This design comes from an exercise in tuning for small area on the open sky130 flow, not from production work. Where RTL was checked, it was by simulation tests only, not by an equivalence proof against the original. Power figures rest on the tool's default switching activity, not on a simulated workload. No driver is modelled on the clock port, so clocking that relies on it looks cheaper here than on a real chip.

==> inputs of job 7629 <==
==> flow/design.v <==
`default_nettype none
package shell_pkg;
   localparam int RST_SLICE_STAGES = 4;            
   localparam int NUM_DDR   = 4;
   localparam int DDR_C_IDX = 2;                   
   localparam logic [31:0] CL_ID0_WORD = {16'hF010, 16'h1A2B};
   localparam logic [31:0] CL_ID1_WORD = {16'h0D51, 16'h1A2B};
   typedef enum logic [1:0] {
      FLR_IDLE    = 2'd0,    
      FLR_ARMED   = 2'd1,    
      FLR_DONE_HI = 2'd2,    
      FLR_DONE_LO = 2'd3     
   } flr_state_t;
endpackage
`default_nettype wire
`default_nettype none
package ddr_stat_pkg;
   localparam int STAT_ADDR_W = 8;
   localparam int STAT_DATA_W = 32;
   localparam int STAT_INT_W  = 8;
   localparam int STAT_REQ_W = 2 + STAT_ADDR_W + STAT_DATA_W;            
   localparam int STAT_ACK_W = 1 + STAT_INT_W + STAT_DATA_W;             
   localparam int STAT_STAGES = 8;     
   localparam int NUM_STAT_CH = 3;
   typedef enum logic [1:0] {
      STAT_CH_A = 2'd0,
      STAT_CH_B = 2'd1,
      STAT_CH_D = 2'd2
   } stat_ch_t;
endpackage
`default_nettype wire
`timescale 1ns/1ps
`default_nettype none
import shell_pkg::*;
import ddr_stat_pkg::*;
module shell_ctrl
(
   input  logic                   clk_main_a0,
   input  logic                   sync_rst_n,
   input  logic                   flr_assert,       
   input  logic [NUM_STAT_CH-1:0] ddr_ready_abd,    
   input  logic                   ddr_c_ready,
   output logic                   flr_done,
   output logic [NUM_DDR-1:0]     ddr_ready,        
   output logic                   ddr_rst_n,
   output logic                   core_rst_n,
   output logic                   pipe_valid        
);
   shell_pkg::flr_state_t flr_state;
   shell_pkg::flr_state_t flr_state_nxt;
   logic       flr_assert_q;                        
   always_ff @(posedge clk_main_a0 or negedge sync_rst_n)
   begin
      if (!sync_rst_n)
      begin
         flr_assert_q <= 1'b0;
         flr_state    <= FLR_IDLE;
      end
      else
      begin
         flr_assert_q <= flr_assert;
         flr_state    <= flr_state_nxt;
      end
   end
   always_comb
   begin
      flr_state_nxt = flr_state;
      case (flr_state)
         FLR_IDLE:
            if (flr_assert)
               flr_state_nxt = FLR_ARMED;               
         FLR_ARMED:
            flr_state_nxt = FLR_DONE_HI;                
         FLR_DONE_HI:
            flr_state_nxt = flr_assert_q ? FLR_DONE_LO : FLR_IDLE;
         FLR_DONE_LO:
            flr_state_nxt = flr_assert_q ? FLR_DONE_HI : FLR_IDLE;
         default:
            flr_state_nxt = FLR_IDLE;
      endcase
   end
   assign flr_done = (flr_state == FLR_DONE_HI);
   logic ddr_c_ready_q;                             
   always_ff @(posedge clk_main_a0 or negedge sync_rst_n)
   begin
      if (!sync_rst_n)
         ddr_c_ready_q <= 1'b0;
      else
         ddr_c_ready_q <= ddr_c_ready;
   end
   assign ddr_ready = {ddr_ready_abd[NUM_STAT_CH-1:DDR_C_IDX],
                       ddr_c_ready_q,
                       ddr_ready_abd[DDR_C_IDX-1:0]};
   logic [3:0] rel_cnt;
   always_ff @(posedge clk_main_a0 or negedge sync_rst_n)
   begin
      if (!sync_rst_n)
         rel_cnt <= '0;
      else if (!rel_cnt[3])
         rel_cnt <= rel_cnt + 4'd1;
   end
   assign ddr_rst_n  = rel_cnt[3] | rel_cnt[2];
   assign core_rst_n = rel_cnt[3] | rel_cnt[2];
   assign pipe_valid = rel_cnt[3];
endmodule
`default_nettype wire
`timescale 1ns/1ps
`default_nettype none
import ddr_stat_pkg::*;
module ddr_stat_channel
(
   input  logic                   clk_main_a0,
   input  logic                   pipe_valid,       
   input  logic                   host_wr,          
   input  logic                   host_rd,          
   input  logic [STAT_ADDR_W-1:0] host_addr,
   input  logic [STAT_DATA_W-1:0] host_wdata,
   input  logic                   mem_ack,
   input  logic [STAT_INT_W-1:0]  mem_int,
   input  logic [STAT_DATA_W-1:0] mem_rdata,
   output logic                   mem_wr,
   output logic                   mem_rd,
   output logic [STAT_ADDR_W-1:0] mem_addr,
   output logic [STAT_DATA_W-1:0] mem_wdata,
   output logic                   host_ack,
   output logic [STAT_INT_W-1:0]  host_int,
   output logic [STAT_DATA_W-1:0] host_rdata
);
   logic [STAT_REQ_W-1:0] req_pipe [STAT_STAGES];    
   logic [STAT_ACK_W-1:0] ack_pipe [STAT_STAGES];    
   always_ff @(posedge clk_main_a0)
   begin
      req_pipe[0] <= {host_wr, host_rd, host_addr, host_wdata};
      ack_pipe[0] <= {mem_ack, mem_int, mem_rdata};
      for (int i = 1; i < STAT_STAGES; i++)
      begin
         req_pipe[i] <= req_pipe[i-1];              
         ack_pipe[i] <= ack_pipe[i-1];              
      end
   end
   assign {mem_wr, mem_rd, mem_addr, mem_wdata} = req_pipe[STAT_STAGES-1] & {STAT_REQ_W{pipe_valid}};
   assign {host_ack, host_int, host_rdata}      = ack_pipe[STAT_STAGES-1] & {STAT_ACK_W{pipe_valid}};
endmodule
`default_nettype wire
`timescale 1ns/1ps
`default_nettype none
import shell_pkg::*;
import ddr_stat_pkg::*;
module cl_shell_bridge
(
   input  logic                                    clk_main_a0,
   input  logic                                    sync_rst_n,
   input  logic                                    flr_assert,
   input  logic [NUM_STAT_CH-1:0]                  ddr_ready_abd,    
   input  logic                                    ddr_c_ready,
   input  logic [NUM_STAT_CH-1:0]                  host_stat_wr,
   input  logic [NUM_STAT_CH-1:0]                  host_stat_rd,
   input  logic [NUM_STAT_CH-1:0][STAT_ADDR_W-1:0] host_stat_addr,
   input  logic [NUM_STAT_CH-1:0][STAT_DATA_W-1:0] host_stat_wdata,
   input  logic [NUM_STAT_CH-1:0]                  mem_stat_ack,
   input  logic [NUM_STAT_CH-1:0][STAT_INT_W-1:0]  mem_stat_int,
   input  logic [NUM_STAT_CH-1:0][STAT_DATA_W-1:0] mem_stat_rdata,
   output logic                                    flr_done,
   output logic [NUM_DDR-1:0]                      ddr_ready,        
   output logic                                    ddr_rst_n,
   output logic                                    core_rst_n,
   output logic [31:0]                             cl_id0,
   output logic [31:0]                             cl_id1,
   output logic [NUM_STAT_CH-1:0]                  mem_stat_wr,
   output logic [NUM_STAT_CH-1:0]                  mem_stat_rd,
   output logic [NUM_STAT_CH-1:0][STAT_ADDR_W-1:0] mem_stat_addr,
   output logic [NUM_STAT_CH-1:0][STAT_DATA_W-1:0] mem_stat_wdata,
   output logic [NUM_STAT_CH-1:0]                  host_stat_ack,
   output logic [NUM_STAT_CH-1:0][STAT_INT_W-1:0]  host_stat_int,
   output logic [NUM_STAT_CH-1:0][STAT_DATA_W-1:0] host_stat_rdata
);
   assign cl_id0 = CL_ID0_WORD;     
   assign cl_id1 = CL_ID1_WORD;     
   logic pipe_valid;
   shell_ctrl u_ctrl (
      .clk_main_a0   (clk_main_a0),
      .sync_rst_n    (sync_rst_n),
      .flr_assert    (flr_assert),
      .ddr_ready_abd (ddr_ready_abd),
      .ddr_c_ready   (ddr_c_ready),
      .flr_done      (flr_done),
      .ddr_ready     (ddr_ready),
      .ddr_rst_n     (ddr_rst_n),
      .core_rst_n    (core_rst_n),
      .pipe_valid    (pipe_valid)
   );
   for (genvar ch = 0; ch < NUM_STAT_CH; ch++)
   begin : g_stat
      case (ch)
         STAT_CH_A:
         begin : g_a
            ddr_stat_channel u_stat_a (
               .clk_main_a0 (clk_main_a0),     .pipe_valid (pipe_valid),
               .host_wr     (host_stat_wr[ch]), .host_rd    (host_stat_rd[ch]),
               .host_addr   (host_stat_addr[ch]), .host_wdata (host_stat_wdata[ch]),
               .mem_ack     (mem_stat_ack[ch]), .mem_int    (mem_stat_int[ch]),
               .mem_rdata   (mem_stat_rdata[ch]),
               .mem_wr      (mem_stat_wr[ch]),  .mem_rd     (mem_stat_rd[ch]),
               .mem_addr    (mem_stat_addr[ch]), .mem_wdata  (mem_stat_wdata[ch]),
               .host_ack    (host_stat_ack[ch]), .host_int   (host_stat_int[ch]),
               .host_rdata  (host_stat_rdata[ch])
            );
         end
         STAT_CH_B:
         begin : g_b
            ddr_stat_channel u_stat_b (
               .clk_main_a0 (clk_main_a0),     .pipe_valid (pipe_valid),
               .host_wr     (host_stat_wr[ch]), .host_rd    (host_stat_rd[ch]),
               .host_addr   (host_stat_addr[ch]), .host_wdata (host_stat_wdata[ch]),
               .mem_ack     (mem_stat_ack[ch]), .mem_int    (mem_stat_int[ch]),
               .mem_rdata   (mem_stat_rdata[ch]),
               .mem_wr      (mem_stat_wr[ch]),  .mem_rd     (mem_stat_rd[ch]),
               .mem_addr    (mem_stat_addr[ch]), .mem_wdata  (mem_stat_wdata[ch]),
               .host_ack    (host_stat_ack[ch]), .host_int   (host_stat_int[ch]),
               .host_rdata  (host_stat_rdata[ch])
            );
         end
         default:
         begin : g_d
            ddr_stat_channel u_stat_d (
               .clk_main_a0 (clk_main_a0),     .pipe_valid (pipe_valid),
               .host_wr     (host_stat_wr[ch]), .host_rd    (host_stat_rd[ch]),
               .host_addr   (host_stat_addr[ch]), .host_wdata (host_stat_wdata[ch]),
               .mem_ack     (mem_stat_ack[ch]), .mem_int    (mem_stat_int[ch]),
               .mem_rdata   (mem_stat_rdata[ch]),
               .mem_wr      (mem_stat_wr[ch]),  .mem_rd     (mem_stat_rd[ch]),
               .mem_addr    (mem_stat_addr[ch]), .mem_wdata  (mem_stat_wdata[ch]),
               .host_ack    (host_stat_ack[ch]), .host_int   (host_stat_int[ch]),
               .host_rdata  (host_stat_rdata[ch])
            );
         end
      endcase
   end
endmodule
`default_nettype wire
==> flow/flow/run.sh <==
#!/bin/bash
# Standard layout, with plain buf_1 port buffers, larger CTS clusters and no dummy loads.
set -euo pipefail
bash standard.sh \
  "BUFFER_PORTS_ARGS=-buffer_cell sky130_fd_sc_hd__buf_1" \
  "CTS_ARGS=-sink_clustering_enable -repair_clock_nets -dont_use_dummy_load -sink_clustering_size 36 -sink_clustering_max_diameter 100" \
  "SKIP_REPAIR_TIE_FANOUT=1" \
  finish > flow_make.log 2>&1
==> flow/standard.sh <==
#!/bin/bash
# synth_recipe.tcl (not shown) runs the flow's synth.tcl, then flattens the netlist and writes it again
# the make line also repeats each setting of config.mk as NAME=value (left out here)
make -C /OpenROAD-flow-scripts/flow DESIGN_CONFIG=/design/flow/config.mk WORK_HOME=/design/flow/orfs CLKGATE_MAP_FILE= SYNTH_SCRIPT=/design/flow/synth_recipe.tcl "${@:-finish}"
==> flow/config.mk <==
export PLATFORM = sky130hd
export DESIGN_NAME = cl_shell_bridge
export DESIGN_NICKNAME = cl_shell_bridge
export VERILOG_FILES = /design/flow/design.v
export SDC_FILE = /design/flow/constraint.sdc
export NUM_CORES = 4
export LEC_CHECK = 0
export CAP_MARGIN = 20
export CORE_MARGIN = 2
export CORE_UTILIZATION = 45
export PLACE_DENSITY = 0.6
export SLEW_MARGIN = 20
==> flow/constraint.sdc <==
create_clock -name core_clock -period 5.0 [get_ports {clk_main_a0}]
set_input_delay 1.0000 -clock core_clock [delete_from_list [all_inputs] [get_ports {clk_main_a0}]]
set_output_delay 1.0000 -clock core_clock [all_outputs]
set_load 0.01 [all_outputs]
==> inputs of job 5801, as changes to job 7629 <==
--- a/flow/design.v
+++ b/flow/design.v
@@ -45,4 +45,3 @@
    output logic                   ddr_rst_n,
-   output logic                   core_rst_n,
-   output logic                   pipe_valid        
+   output logic                   core_rst_n
 );
@@ -93,13 +92,19 @@
                        ddr_ready_abd[DDR_C_IDX-1:0]};
-   logic [3:0] rel_cnt;
-   always_ff @(posedge clk_main_a0 or negedge sync_rst_n)
-   begin
-      if (!sync_rst_n)
-         rel_cnt <= '0;
-      else if (!rel_cnt[3])
-         rel_cnt <= rel_cnt + 4'd1;
-   end
-   assign ddr_rst_n  = rel_cnt[3] | rel_cnt[2];
-   assign core_rst_n = rel_cnt[3] | rel_cnt[2];
-   assign pipe_valid = rel_cnt[3];
+   logic [RST_SLICE_STAGES-1:0] ddr_rst_pipe;       
+   logic [RST_SLICE_STAGES-1:0] core_rst_pipe;      
+   always_ff @(posedge clk_main_a0 or negedge sync_rst_n)
+   begin
+      if (!sync_rst_n)
+      begin
+         ddr_rst_pipe  <= '0;
+         core_rst_pipe <= '0;
+      end
+      else
+      begin
+         ddr_rst_pipe  <= {ddr_rst_pipe[RST_SLICE_STAGES-2:0], 1'b1};
+         core_rst_pipe <= {core_rst_pipe[RST_SLICE_STAGES-2:0], 1'b1};
+      end
+   end
+   assign ddr_rst_n  = ddr_rst_pipe[RST_SLICE_STAGES-1];     
+   assign core_rst_n = core_rst_pipe[RST_SLICE_STAGES-1];
 endmodule
@@ -112,3 +117,3 @@
    input  logic                   clk_main_a0,
-   input  logic                   pipe_valid,       
+   input  logic                   sync_rst_n,
    input  logic                   host_wr,          
@@ -130,14 +135,25 @@
    logic [STAT_ACK_W-1:0] ack_pipe [STAT_STAGES];    
-   always_ff @(posedge clk_main_a0)
-   begin
-      req_pipe[0] <= {host_wr, host_rd, host_addr, host_wdata};
-      ack_pipe[0] <= {mem_ack, mem_int, mem_rdata};
-      for (int i = 1; i < STAT_STAGES; i++)
-      begin
-         req_pipe[i] <= req_pipe[i-1];              
-         ack_pipe[i] <= ack_pipe[i-1];              
-      end
-   end
-   assign {mem_wr, mem_rd, mem_addr, mem_wdata} = req_pipe[STAT_STAGES-1] & {STAT_REQ_W{pipe_valid}};
-   assign {host_ack, host_int, host_rdata}      = ack_pipe[STAT_STAGES-1] & {STAT_ACK_W{pipe_valid}};
+   always_ff @(posedge clk_main_a0 or negedge sync_rst_n)
+   begin
+      if (!sync_rst_n)
+      begin
+         for (int i = 0; i < STAT_STAGES; i++)
+         begin
+            req_pipe[i] <= '0;
+            ack_pipe[i] <= '0;
+         end
+      end
+      else
+      begin
+         req_pipe[0] <= {host_wr, host_rd, host_addr, host_wdata};
+         ack_pipe[0] <= {mem_ack, mem_int, mem_rdata};
+         for (int i = 1; i < STAT_STAGES; i++)
+         begin
+            req_pipe[i] <= req_pipe[i-1];           
+            ack_pipe[i] <= ack_pipe[i-1];           
+         end
+      end
+   end
+   assign {mem_wr, mem_rd, mem_addr, mem_wdata} = req_pipe[STAT_STAGES-1];
+   assign {host_ack, host_int, host_rdata}      = ack_pipe[STAT_STAGES-1];
 endmodule
@@ -178,3 +194,2 @@
    assign cl_id1 = CL_ID1_WORD;     
-   logic pipe_valid;
    shell_ctrl u_ctrl (
@@ -188,4 +203,3 @@
       .ddr_rst_n     (ddr_rst_n),
-      .core_rst_n    (core_rst_n),
-      .pipe_valid    (pipe_valid)
+      .core_rst_n    (core_rst_n)
    );
@@ -197,3 +211,3 @@
             ddr_stat_channel u_stat_a (
-               .clk_main_a0 (clk_main_a0),     .pipe_valid (pipe_valid),
+               .clk_main_a0 (clk_main_a0),     .sync_rst_n (sync_rst_n),
                .host_wr     (host_stat_wr[ch]), .host_rd    (host_stat_rd[ch]),
@@ -211,3 +225,3 @@
             ddr_stat_channel u_stat_b (
-               .clk_main_a0 (clk_main_a0),     .pipe_valid (pipe_valid),
+               .clk_main_a0 (clk_main_a0),     .sync_rst_n (sync_rst_n),
                .host_wr     (host_stat_wr[ch]), .host_rd    (host_stat_rd[ch]),
@@ -225,3 +239,3 @@
             ddr_stat_channel u_stat_d (
-               .clk_main_a0 (clk_main_a0),     .pipe_valid (pipe_valid),
+               .clk_main_a0 (clk_main_a0),     .sync_rst_n (sync_rst_n),
                .host_wr     (host_stat_wr[ch]), .host_rd    (host_stat_rd[ch]),
==> flow/run.sh (new file) <==
#!/bin/bash
# synth_recipe.tcl (not shown) runs the flow's synth.tcl, then flattens the netlist and writes it again
# the make line also repeats each setting of config.mk as NAME=value (left out here)
make -C /OpenROAD-flow-scripts/flow DESIGN_CONFIG=/design/flow/config.mk WORK_HOME=/design/flow/orfs CLKGATE_MAP_FILE= SYNTH_SCRIPT=/design/flow/synth_recipe.tcl finish
removed: flow/flow/run.sh
removed: flow/standard.sh
==> inputs of job 9744, as changes to job 7629 <==
--- a/flow/design.v
+++ b/flow/design.v
@@ -93,3 +93,4 @@
                        ddr_ready_abd[DDR_C_IDX-1:0]};
-   logic [3:0] rel_cnt;
+   logic [2:0] rel_cnt;
+   logic       rel_done;
    always_ff @(posedge clk_main_a0 or negedge sync_rst_n)
@@ -97,9 +98,16 @@
       if (!sync_rst_n)
-         rel_cnt <= '0;
-      else if (!rel_cnt[3])
-         rel_cnt <= rel_cnt + 4'd1;
-   end
-   assign ddr_rst_n  = rel_cnt[3] | rel_cnt[2];
-   assign core_rst_n = rel_cnt[3] | rel_cnt[2];
-   assign pipe_valid = rel_cnt[3];
+      begin
+         rel_cnt  <= '0;
+         rel_done <= 1'b0;
+      end
+      else
+      begin
+         rel_cnt <= rel_cnt + 3'd1;
+         if (&rel_cnt)
+            rel_done <= 1'b1;
+      end
+   end
+   assign ddr_rst_n  = rel_cnt[2] | rel_done;
+   assign core_rst_n = rel_cnt[2] | rel_done;
+   assign pipe_valid = rel_done;
 endmodule
==> flow/flow/run.sh (replaced) <==
#!/bin/bash
# Standard layout, with buf_1 port buffers and CTS tuned for large sink clusters
# without dummy loads. All tool output goes to flow_make.log and ORFS's own logs.
set -euo pipefail
bash standard.sh \
  "BUFFER_PORTS_ARGS=-buffer_cell sky130_fd_sc_hd__buf_1" \
  "CTS_ARGS=-sink_clustering_enable -repair_clock_nets -dont_use_dummy_load -sink_clustering_size 38 -sink_clustering_max_diameter 100" \
  finish > flow_make.log 2>&1
--- a/flow/config.mk
+++ b/flow/config.mk
@@ -9,4 +9,4 @@
 export CORE_MARGIN = 2
-export CORE_UTILIZATION = 45
-export PLACE_DENSITY = 0.6
+export CORE_UTILIZATION = 60
+export PLACE_DENSITY = 0.7
 export SLEW_MARGIN = 20
==> inputs of job 2119, as changes to job 7629 <==
==> flow/flow/run.sh (replaced) <==
#!/bin/bash
# Standard layout, with plain buf_1 port buffers and no CTS dummy loads.
set -euo pipefail
bash standard.sh \
  "BUFFER_PORTS_ARGS=-buffer_cell sky130_fd_sc_hd__buf_1" \
  "CTS_ARGS=-sink_clustering_enable -repair_clock_nets -dont_use_dummy_load" \
  finish > flow_make.log 2>&1
==> notes <==
Job 2119 went through all stages and came out clean. Job 9744 produced a clean layout. Job 7629 finished clean. Job 5801 completed with no timing, DRC or antenna violations.
Fmax: job 2119 < job 7629 < job 9744 < job 5801.
Register-to-register slack: job 2119 is lower than job 9744 (0.27 ns).
Against job 5801, the combinational power of job 2119 is lower by 60%.
Against job 7629, the die area of job 5801 is higher by about 20%.
The lowest cell area belongs to job 9744, the highest to job 5801.
In job 5801 the worst setup slack is higher than in job 2119, by 0.72 ns.
Against job 9744, the core utilization of job 2119 is lower by 13 points.
==> figures <==
                                                                                      job 2119                     job 9744                         job 5801                     job 7629
Commonest non-fill, non-tap cell in the layout                        sky130_fd_sc_hd__dfxtp_1     sky130_fd_sc_hd__dfxtp_1         sky130_fd_sc_hd__dfrtp_1     sky130_fd_sc_hd__dfxtp_1
Critical path launch point                                         u_ctrl.rel_cnt[3]$_DFF_PN0_  u_ctrl.rel_done$_DFFE_PN0P_  u_ctrl.flr_state[0]$_DFFE_PN0P_  u_ctrl.rel_cnt[3]$_DFF_PN0_
R2r setup slk                                                                          3.23 ns                      3.50 ns                          4.23 ns                      3.58 ns
Fraction of area in multi-input gates                                                   3.803%                       3.999%                          0.4287%                       3.551%
Share of async-settable or async-resettable flops after synthesis                      0.4000%                      0.4000%                           100.0%                      0.4000%
Arrival time at the worst endpoint                                                     2.59 ns                      2.25 ns                          1.87 ns                      2.39 ns
Dominant register cell in the synthesized netlist                     sky130_fd_sc_hd__dfxtp_1     sky130_fd_sc_hd__dfxtp_1         sky130_fd_sc_hd__dfrtp_1     sky130_fd_sc_hd__dfxtp_1
Clock-cell share                                                                        8.875%                       3.171%                           9.646%                       3.522%
Met3 routed WL                                                                        3.701 mm                     3.462 mm                         5.179 mm                     3.146 mm
Hold Slack                                                                           0.2602 ns                    0.2377 ns                        0.2333 ns                    0.2721 ns
Fraction of final layout cells sized beyond drive strength 1                            6.047%                       2.180%                           11.47%                       2.468%
Standard-cell row count                                                                    112                           97                              123                          112
Clkbuf count                                                                               177                           59                              267                           66
Status                                                        no timing/DRC/antenna violations  no timing/DRC/antenna violations  no timing/DRC/antenna violations  no timing/DRC/antenna violations
Met2 track utilization from global routing                                              20.85%                       26.01%                           22.17%                       18.64%
Avg Inst Size Synth                                                                  17.94 µm²                    17.98 µm²                        24.29 µm²                    17.94 µm²
The RTL of job 5801 was laid out without a check of its function.

## port drivers added, routing unchanged
No port has a modelled driver above. Below, the same layouts with a new extraction and two added sets of constraints. Step 1 (the two cells are an assumption about what drives the block):
set clk [get_ports {clk_main_a0}]
set_driving_cell -lib_cell sky130_fd_sc_hd__clkbuf_16 $clk
set_driving_cell -lib_cell sky130_fd_sc_hd__buf_2 [delete_from_list [all_inputs] $clk]
Step 2 moves the port delays by t, midway between the first and last clock arrival at a register: inputs arrive t later, outputs are due t later. That takes back most of the time a late clock gives input paths. Three values: ideal ports, drivers, drivers and shift; two values: the first two.
| run | shift t [ns] | slack for setup (ns) | latest minus earliest clock arrival (ns) | cell pins on the clock port's net |
|---|---|---|---|---|
| job 7629 | 0.684 | 1.613 / 1.547 / 2.231 | 0.070 / 0.070 | 1 |
| job 5801 | 0.816 | 2.133 / 2.063 / 2.573 | 0.048 / 0.048 | 1 |
| job 9744 | 0.694 | 1.746 / 1.683 / 2.377 | 0.052 / 0.052 | 1 |
| job 2119 | 0.768 | 1.413 / 1.345 / 2.113 | 0.077 / 0.077 | 1 |
After both steps setup and hold are still met in every run listed. The worst setup slack also covers recovery checks on asynchronous resets.
